Context: an optimization exercise on an open-source flow, tuned for small area, a short achievable clock period and few clock cycles per item. The choices shown serve that exercise and are no tape-out recipe.
At most, simulation tests tie the RTL to the original design; equivalence was not proved.
Power and IR drop assume default switching activity.

Design audio_peak_level_meter, start of the top module:
module audio_peak_level_meter (
  input  logic        clk,
  input  logic        rst,
  input  logic        cfg_write,
  input  logic [1:0]  cfg_index,
  input  logic [5:0]  cfg_data,
  input  logic        in_valid,
  output logic        in_stall,
  input  logic [7:0]  data_byte,
  input  logic        buffer_end,
  output logic        out_valid,
  input  logic        out_stall,
  output logic [17:0] level_q16,
  output logic [31:0] peak_value
);
clock: 9.0 ns
lec_check: 0
cap_margin: 20
core_margin: 2
core_utilization: 40
slew_margin: 20
run.sh (not shown) runs the stock make flow with config.mk's settings and CLKGATE_MAP_FILE= SYNTH_SCRIPT=/design/flow/synth_recipe.tcl, a recipe that flattens the netlist after the stock synthesis.
Change:
SETUP_SLACK_MARGIN = 5   (was unset)
=> The new run went through all stages and came out clean. Combinational power climbs by 87%. Synthesized cell count does not change. Clock power drops by about 2%. Utilization climbs by 14 points.
Change:
SETUP_SLACK_MARGIN = 4   (was 5)
The new run finished with timing, DRC and antenna clean.
Via count goes down by 15%.
Design area goes down by 21%.
Core utilization goes down by 13 points.
Count of clock-buffer cells in the layout goes down by 3.
Worst setup slack is worse by 0.43 ns.
No functional check of the RTL was part of any run of this note.


## run A
audio_peak_level_meter, a different RTL version from the one above (not shown whole).
Size: about 1,000 cells after synthesis, roughly 160 flip-flops, about 0.0096 mm² of cells after synthesis.
export LEC_CHECK = 0
export CAP_MARGIN = 20
export CORE_MARGIN = 2
export CORE_UTILIZATION = 40
export CTS_BUF_LIST = sky130_fd_sc_hd__clkbuf_8
export CTS_CLUSTER_SIZE = 50
export SETUP_SLACK_MARGIN = 5
export SLEW_MARGIN = 20
create_clock -name core_clock -period 9.0 [get_ports {clk}]
Testbench counts of run A, summed over its fixed seeds: cycles 44,753, bytes 43,768.
Edits applied to the flow inputs when going from run A to run B:
Settings: CTS_CLUSTER_SIZE changed from 50 to 30.
==> flow/flow/run.sh (new file) <==
#!/bin/bash
# Standard layout, with the port buffers made of the smallest buffer cell.
cp standard.sh standard_sh.txt
export BUFFER_PORTS_ARGS="-buffer_cell sky130_fd_sc_hd__buf_1"
bash standard.sh finish SETUP_SLACK_MARGIN=6 > standard.log 2>&1
==> flow/standard.sh (new file) <==
#!/bin/bash
# synth_recipe.tcl (not shown) runs the flow's synth.tcl, then flattens the netlist and writes it again
# the make line also repeats each setting of config.mk as NAME=value (left out here)
make -C /OpenROAD-flow-scripts/flow DESIGN_CONFIG=/design/flow/config.mk WORK_HOME=/design/flow/orfs CLKGATE_MAP_FILE= SYNTH_SCRIPT=/design/flow/synth_recipe.tcl "${@:-finish}"
removed: flow/run.sh
## What came out
- Diff run A -> run B: worst hold slack saw little to no change, power consumption picked up an extra 0.017 mW, aggregate global-route resource usage went up by 1.8 points.
Input-level comparison between run C and run B:
Settings: CTS_BUF_LIST: sky130_fd_sc_hd__clkbuf_8 -> unset; CTS_CLUSTER_SIZE: 30 -> unset.
==> flow/run.sh (new file) <==
#!/bin/bash
# synth_recipe.tcl (not shown) runs the flow's synth.tcl, then flattens the netlist and writes it again
# the make line also repeats each setting of config.mk as NAME=value (left out here)
make -C /OpenROAD-flow-scripts/flow DESIGN_CONFIG=/design/flow/config.mk WORK_HOME=/design/flow/orfs CLKGATE_MAP_FILE= SYNTH_SCRIPT=/design/flow/synth_recipe.tcl finish
removed: flow/flow/run.sh
removed: flow/standard.sh
Findings:
Run B has a higher detailed-route wire length than run C.
Relative to run B, the finished layout cell area measured on run C has decreased by a few percent.
The logic gate share of total power of run C is lower than that of run B.
[compare] base=run B new=run C: area after synthesis shows no meaningful change, maximum frequency shows a reduction of 0.033 GHz.
> inputs changed (run C -> run D)
Settings: CTS_BUF_LIST: unset -> sky130_fd_sc_hd__clkbuf_8; CTS_CLUSTER_SIZE: unset -> 30.
--- outcome ---
- NOTE total net switching power run C->run D decreased by a few percent
- Share of the final layout cell area in multi-input gates: run D vs run C up 0.71 points
- Compared run D against run C; cell count within noise.
- Run D against run C: clock network fraction of total power moved down, fmax decreased by 0.0031 GHz relative to the old numbers, number of nets in the layout about even.
For run E, these inputs were changed with respect to run D:
Settings: PLACE_DENSITY newly set to 0.75; CTS_CLUSTER_SIZE removed (was 30); CTS_BUF_LIST removed (was sky130_fd_sc_hd__clkbuf_8); CORE_UTILIZATION changed from 40 to 65.
==> results.txt <==
- Run E: no failed stages, no open violations at the end
- In run E relative to run D, number of non-clock buffers in the layout had gone down by a few percent.
- From run D to run E the numbers moved as follows: final cell utilization of the core moved up, number of optimization iterations in the first detailed-route pass moved up, footprint of the multi-input gates moved down, portion of total power attributed to the clock network moved up.
- Run D and run E ended up with roughly the same area growth from synthesis to layout.
- Looking at clock network latency to the later pin of the worst-skew pair, run E sits 0.04 ns lower than run D does.
> inputs changed (run E -> run F)
Settings: PLACE_DENSITY removed (was 0.75); CTS_BUF_LIST newly set to sky130_fd_sc_hd__clkbuf_8; CORE_UTILIZATION changed from 65 to 40; CTS_CLUSTER_SIZE newly set to 30.
==> flow/flow/run.sh (new file) <==
#!/bin/bash
# Standard layout, with the port buffers made of the smallest buffer cell.
cp standard.sh standard_sh.txt
export BUFFER_PORTS_ARGS="-buffer_cell sky130_fd_sc_hd__buf_1"
bash standard.sh > standard.log 2>&1
==> flow/standard.sh (new file) <==
#!/bin/bash
# synth_recipe.tcl (not shown) runs the flow's synth.tcl, then flattens the netlist and writes it again
# the make line also repeats each setting of config.mk as NAME=value (left out here)
make -C /OpenROAD-flow-scripts/flow DESIGN_CONFIG=/design/flow/config.mk WORK_HOME=/design/flow/orfs CLKGATE_MAP_FILE= SYNTH_SCRIPT=/design/flow/synth_recipe.tcl "${@:-finish}"
removed: flow/run.sh
Findings:
Run F reached the final stage; the timing, design-rule and antenna checks on its layout passed.
In the flow results for run E and run F, the worst path setup slack after routing is larger on run F.
Between run E and run F, maximum frequency from static timing analysis is higher for run F, run E comes in under that.
Total power of run F is lower than that of run E.
Number of vias per cell in run F is 0.93 lower than in run E
Run F: clock tree cell share of total cell area is 2.0 points lower than what run E reported.
Filler cell count (run F over run E): increase, 1,242


The RTL this note starts from:
==> flow/design.v <==
`timescale 1ns / 1ps
module audio_peak_level_meter (
  input  logic        clk,
  input  logic        rst,
  input  logic        cfg_write,
  input  logic [1:0]  cfg_index,
  input  logic [5:0]  cfg_data,
  input  logic        in_valid,
  output logic        in_stall,
  input  logic [7:0]  data_byte,
  input  logic        buffer_end,
  output logic        out_valid,
  input  logic        out_stall,
  output logic [17:0] level_q16,
  output logic [31:0] peak_value
);
  logic        s8, s16, s32;
  logic        k_sgn, k_uns, k_flt, k_oth;
  logic [2:0]  chl;
  logic        cap;
  logic [1:0]  bpos;
  logic [2:0]  cpos;
  logic [23:0] sh;
  logic [31:0] mag;
  logic        p_sd;    
  logic        p_fd;    
  logic        p_be;    
  logic [31:0] run;
  logic [31:0] bpk;
  logic        bz;
  logic [17:0] lvl;     
  logic        lp;      
  logic        cv_fmt;  
  logic        cv_sh;   
  logic [4:0]  cnt;
  logic        stall;   
  logic        accept;
  logic        track;
  logic        fl;
  logic        sample_done;
  logic        frame_done;
  logic        go_be;
  logic        p_sd_n, p_fd_n, p_be_n;
  logic        cv_fmt_n, cv_sh_n, lp_n, out_valid_n;
  logic [31:0] mag_in;
  logic [31:0] run_upd;
  logic [31:0] peak;
  logic [17:0] level;
  always_ff @(posedge clk) begin
    if (rst) begin
      s8    <= 1'b0;
      s16   <= 1'b1;
      s32   <= 1'b0;
      k_sgn <= 1'b1;
      k_uns <= 1'b0;
      k_flt <= 1'b0;
      k_oth <= 1'b0;
      chl   <= 3'd1;
      cap   <= 1'b0;
    end else if (cfg_write) begin
      case (cfg_index)
        2'd0: begin
          s8  <= (cfg_data == 6'd8);
          s16 <= (cfg_data == 6'd16);
          s32 <= (cfg_data == 6'd32);
        end
        2'd1: begin
          k_sgn <= (cfg_data[1:0] == 2'd0);
          k_uns <= (cfg_data[1:0] == 2'd1);
          k_flt <= (cfg_data[1:0] == 2'd2);
          k_oth <= (cfg_data[1:0] == 2'd3);
        end
        2'd2: chl <= (cfg_data[3:0] == 4'd0) ? 3'd0 :
                     cfg_data[3] ? 3'd7 : 3'(cfg_data[2:0] - 3'd1);
        default: cap <= cfg_data[0];
      endcase
    end
  end
  assign in_stall = stall;
  assign accept   = in_valid && !stall;
  assign track    = cap && (s8 || s16 || s32);
  assign fl       = k_flt && s32;
  assign sample_done = s8 || (s16 && bpos[0]) || (bpos == 2'd3);
  assign frame_done  = (cpos == chl);
  always_ff @(posedge clk) begin
    if (accept) begin
      case (bpos)
        2'd0: sh[7:0]   <= data_byte;
        2'd1: sh[15:8]  <= data_byte;
        default: sh[23:16] <= data_byte;
      endcase
    end
  end
  function automatic logic [7:0] below(input logic [7:0] x, input logic c);
    logic [7:0] r;
    r[0] = c;
    for (int i = 1; i < 8; i++) r[i] = r[i - 1] | x[i - 1];
    below = r;
  endfunction
  logic        sgn;
  logic [8:0]  m8;
  logic [16:0] m16;
  logic [31:0] m32;
  logic [31:0] mf;
  always_comb begin
    sgn = k_sgn && data_byte[7];
    m8  = {sgn && data_byte[6:0] == 7'd0,
           data_byte ^ ({8{sgn}} & below(data_byte, 1'b0))};
    m16 = {sgn && data_byte[6:0] == 7'd0 && sh[7:0] == 8'd0,
           data_byte ^ ({8{sgn}} & below(data_byte, |sh[7:0])),
           sh[7:0] ^ ({8{sgn}} & below(sh[7:0], 1'b0))};
    m32 = {data_byte ^ ({8{sgn}} & below(data_byte, |sh[23:0])),
           sh[23:16] ^ ({8{sgn}} & below(sh[23:16], |sh[15:0])),
           sh[15:8] ^ ({8{sgn}} & below(sh[15:8], |sh[7:0])),
           sh[7:0] ^ ({8{sgn}} & below(sh[7:0], 1'b0))};
    mf  = ({data_byte[6:0], sh[23]} == 8'hff && sh[22:0] != 23'd0) ?
          32'd0 : {1'b0, data_byte[6:0], sh};
    mag_in = ({32{s8 && !k_flt && !k_oth}}  & {23'd0, m8}) |
             ({32{s16 && !k_flt && !k_oth}} & {15'd0, m16}) |
             ({32{s32 && !k_flt && !k_oth}} & m32) |
             ({32{fl}} & mf);
  end
  always_ff @(posedge clk) begin
    if (accept && sample_done) mag <= mag_in;
  end
  always_ff @(posedge clk) begin
    if (rst) begin
      bpos <= 2'd0;
      cpos <= 3'd0;
    end else if (accept) begin
      if (buffer_end || !(s8 || s16 || s32)) begin
        bpos <= 2'd0;
        cpos <= 3'd0;
      end else if (sample_done) begin
        bpos <= 2'd0;
        cpos <= frame_done ? 3'd0 : cpos + 3'd1;
      end else begin
        bpos <= bpos + 2'd1;
      end
    end
  end
  always_comb begin
    p_sd_n = stall ? p_sd : (accept && track && sample_done);
    p_fd_n = stall ? p_fd : (accept && track && sample_done && frame_done);
    p_be_n = stall ? p_be : (accept && buffer_end);
    go_be       = !stall && p_be;
    cv_fmt_n    = go_be && fl && track;
    cv_sh_n     = cv_fmt || (cv_sh && cnt != 5'd0);
    lp_n        = (go_be && !(fl && track)) || (cv_sh && cnt == 5'd0);
    out_valid_n = lp || (out_valid && out_stall);
  end
  always_ff @(posedge clk) begin
    if (rst) begin
      p_sd      <= 1'b0;
      p_fd      <= 1'b0;
      p_be      <= 1'b0;
      cv_fmt    <= 1'b0;
      cv_sh     <= 1'b0;
      lp        <= 1'b0;
      out_valid <= 1'b0;
      stall     <= 1'b0;
    end else begin
      p_sd      <= p_sd_n;
      p_fd      <= p_fd_n;
      p_be      <= p_be_n;
      cv_fmt    <= cv_fmt_n;
      cv_sh     <= cv_sh_n;
      lp        <= lp_n;
      out_valid <= out_valid_n;
      stall     <= (cv_fmt_n || cv_sh_n || lp_n || out_valid_n) && (p_fd_n || p_be_n);
    end
  end
  always_comb begin
    run_upd = (mag > run) ? mag : run;
    peak    = p_fd ? run_upd : (bz ? 32'd0 : bpk);
  end
  always_ff @(posedge clk) begin
    if (rst) begin
      run <= 32'd0;
      bz  <= 1'b1;
      lvl <= 18'd0;
    end else begin
      if (!stall) begin
        if (p_be) begin
          run <= 32'd0;
          bz  <= 1'b1;
        end else begin
          if (p_sd) run <= run_upd;
          if (p_fd) bz <= 1'b0;
        end
      end
      if (lp && track) lvl <= level;
    end
  end
  always_ff @(posedge clk) begin
    if (cv_fmt) begin
      bpk <= bpk[30] ? 32'hffff_ffff :
             (bpk[29:28] == 2'b11) ? {1'b1, bpk[22:0], 8'd0} : 32'd0;
      cnt <= (!bpk[30] && bpk[29:28] == 2'b11) ? ~bpk[27:23] : 5'd0;
    end else if (cv_sh) begin
      if (cnt != 5'd0) begin
        bpk <= {1'b0, bpk[31:1]};
        cnt <= cnt - 5'd1;
      end
    end else if (!stall) begin
      if (p_be) bpk <= peak;
      else if (p_fd) bpk <= run_upd;
    end
  end
  logic        c7, c8, c15, c16, c31, c32;
  logic        lz;     
  logic        lsat;
  logic [15:0] lq;
  always_comb begin
    c7  = s8  && !k_uns;
    c8  = s8  && k_uns;
    c15 = s16 && !k_uns;
    c16 = s16 && k_uns;
    c31 = s32 && !k_uns;
    c32 = s32 && k_uns;
    lz = (c7 & (&bpk[6:0])) | (c8 & (&bpk[7:0])) | (c15 & (&bpk[14:0])) |
         (c16 & (&bpk[15:0])) | (c31 & (&bpk[30:0])) | (c32 & (&bpk[31:0]));
    lsat = (c7 & bpk[8]) | (c15 & bpk[16]) | (c31 & bpk[31] & bpk[0]);
    lq = ({16{c7}}  & {bpk[6:0], bpk[6:0], bpk[6:5]}) |
         ({16{c8}}  & {bpk[7:0], bpk[7:0]}) |
         ({16{c15}} & {bpk[14:0], bpk[14]}) |
         ({16{c16}} & bpk[15:0]) |
         ({16{c31}} & bpk[30:15]) |
         ({16{c32}} & bpk[31:16]);
    level = {lsat, ~lsat & (lz | (c31 & bpk[31])), {16{~lsat & ~lz}} & lq};
  end
  assign level_q16  = lvl;
  assign peak_value = bpk;
endmodule
==> flow/config.mk <==
export PLATFORM = sky130hd
export DESIGN_NAME = audio_peak_level_meter
export DESIGN_NICKNAME = audio_peak_level_meter
export VERILOG_FILES = /design/flow/design.v
export SDC_FILE = /design/flow/constraint.sdc
export NUM_CORES = 4
export LEC_CHECK = 0
export CAP_MARGIN = 20
export CORE_MARGIN = 2
export CORE_UTILIZATION = 40
export CTS_BUF_LIST = sky130_fd_sc_hd__clkbuf_8
export CTS_CLUSTER_SIZE = 30
export SETUP_SLACK_MARGIN = 5
export SLEW_MARGIN = 20
==> flow/constraint.sdc <==
create_clock -name core_clock -period 9.0 [get_ports {clk}]
set_input_delay 1.8000 -clock core_clock [delete_from_list [all_inputs] [get_ports {clk}]]
set_output_delay 1.8000 -clock core_clock [all_outputs]
set_load 0.01 [all_outputs]
standard.sh (not shown) runs the stock make flow with config.mk's settings and CLKGATE_MAP_FILE= SYNTH_SCRIPT=/design/flow/synth_recipe.tcl, a recipe that flattens the netlist after the stock synthesis.
==> flow/flow/run.sh <==
#!/bin/bash
# Standard layout, with the port buffers made of the smallest buffer cell.
cp standard.sh standard_sh.txt
export BUFFER_PORTS_ARGS="-buffer_cell sky130_fd_sc_hd__buf_1"
bash standard.sh finish SETUP_SLACK_MARGIN=7 > standard.log 2>&1
The first run passed the timing, design-rule and antenna checks.
Testbench counts at the start, summed over its fixed seeds: cycles 44,753, bytes 43,768.
Rerun with:
==> flow/flow/run.sh (replaced) <==
#!/bin/bash
# Standard layout, with the port buffers made of the smallest buffer cell.
cp standard.sh standard_sh.txt
export BUFFER_PORTS_ARGS="-buffer_cell sky130_fd_sc_hd__buf_1"
bash standard.sh finish SETUP_SLACK_MARGIN=6 > standard.log 2>&1
Result: The new run finished clean; die area does not change; via count falls by a little under a tenth; first-iteration DRC count falls by a quarter to a third; sequential power hardly moves; wire length falls by roughly a tenth; final area falls by about a fifth.

re-timing with driven ports:
Ports are ideal in the flow. The routed layouts listed here were re-timed in OpenROAD. Step 1 sets driving cells, clkbuf_16 on the clock port and buf_2 on the other inputs (assumed; they add their load-dependent delay and slew). Step 2 also shifts input and output timing later by t, the mid clock arrival at the registers, as if the neighbouring blocks saw the same clock. Three values: ideal ports, drivers, drivers and shift; two values: the first two.
run | t, ns | slack for setup (ns) | hold slack, ns
the first run of note 1 | 0.468 | 2.968 / 2.968 / 2.968 | 0.448 / 0.448 / 0.448
the second run of note 1 | 0.478 | 4.481 / 4.435 / 4.623 | 0.447 / 0.447 / 0.447
the third run of note 1 | 0.473 | 4.047 / 4.002 / 4.177 | 0.448 / 0.448 / 0.448
run A | 0.500 | 5.074 / 5.031 / 4.662 | 0.459 / 0.459 / 0.459
run B | 0.501 | 5.561 / 5.519 / 5.119 | 0.461 / 0.461 / 0.461
run C | 0.468 | 5.122 / 5.080 / 4.723 | 0.455 / 0.455 / 0.455
run D | 0.500 | 5.074 / 5.031 / 4.662 | 0.459 / 0.459 / 0.459
run E | 0.469 | 5.085 / 5.040 / 4.690 | 0.454 / 0.454 / 0.454
run F | 0.506 | 5.156 / 5.177 / 4.671 | 0.455 / 0.455 / 0.455
the first run of note 3 | 0.511 | 5.841 / 5.834 / 5.323 | 0.502 / 0.502 / 0.502
the second run of note 3 | 0.498 | 5.857 / 5.877 / 5.379 | 0.501 / 0.501 / 0.501
After both steps setup and hold are still met in every run listed. The setup slack of the first run of note 3, which loses most, moves by -0.007 ns with the drivers and by -0.518 ns with both steps.
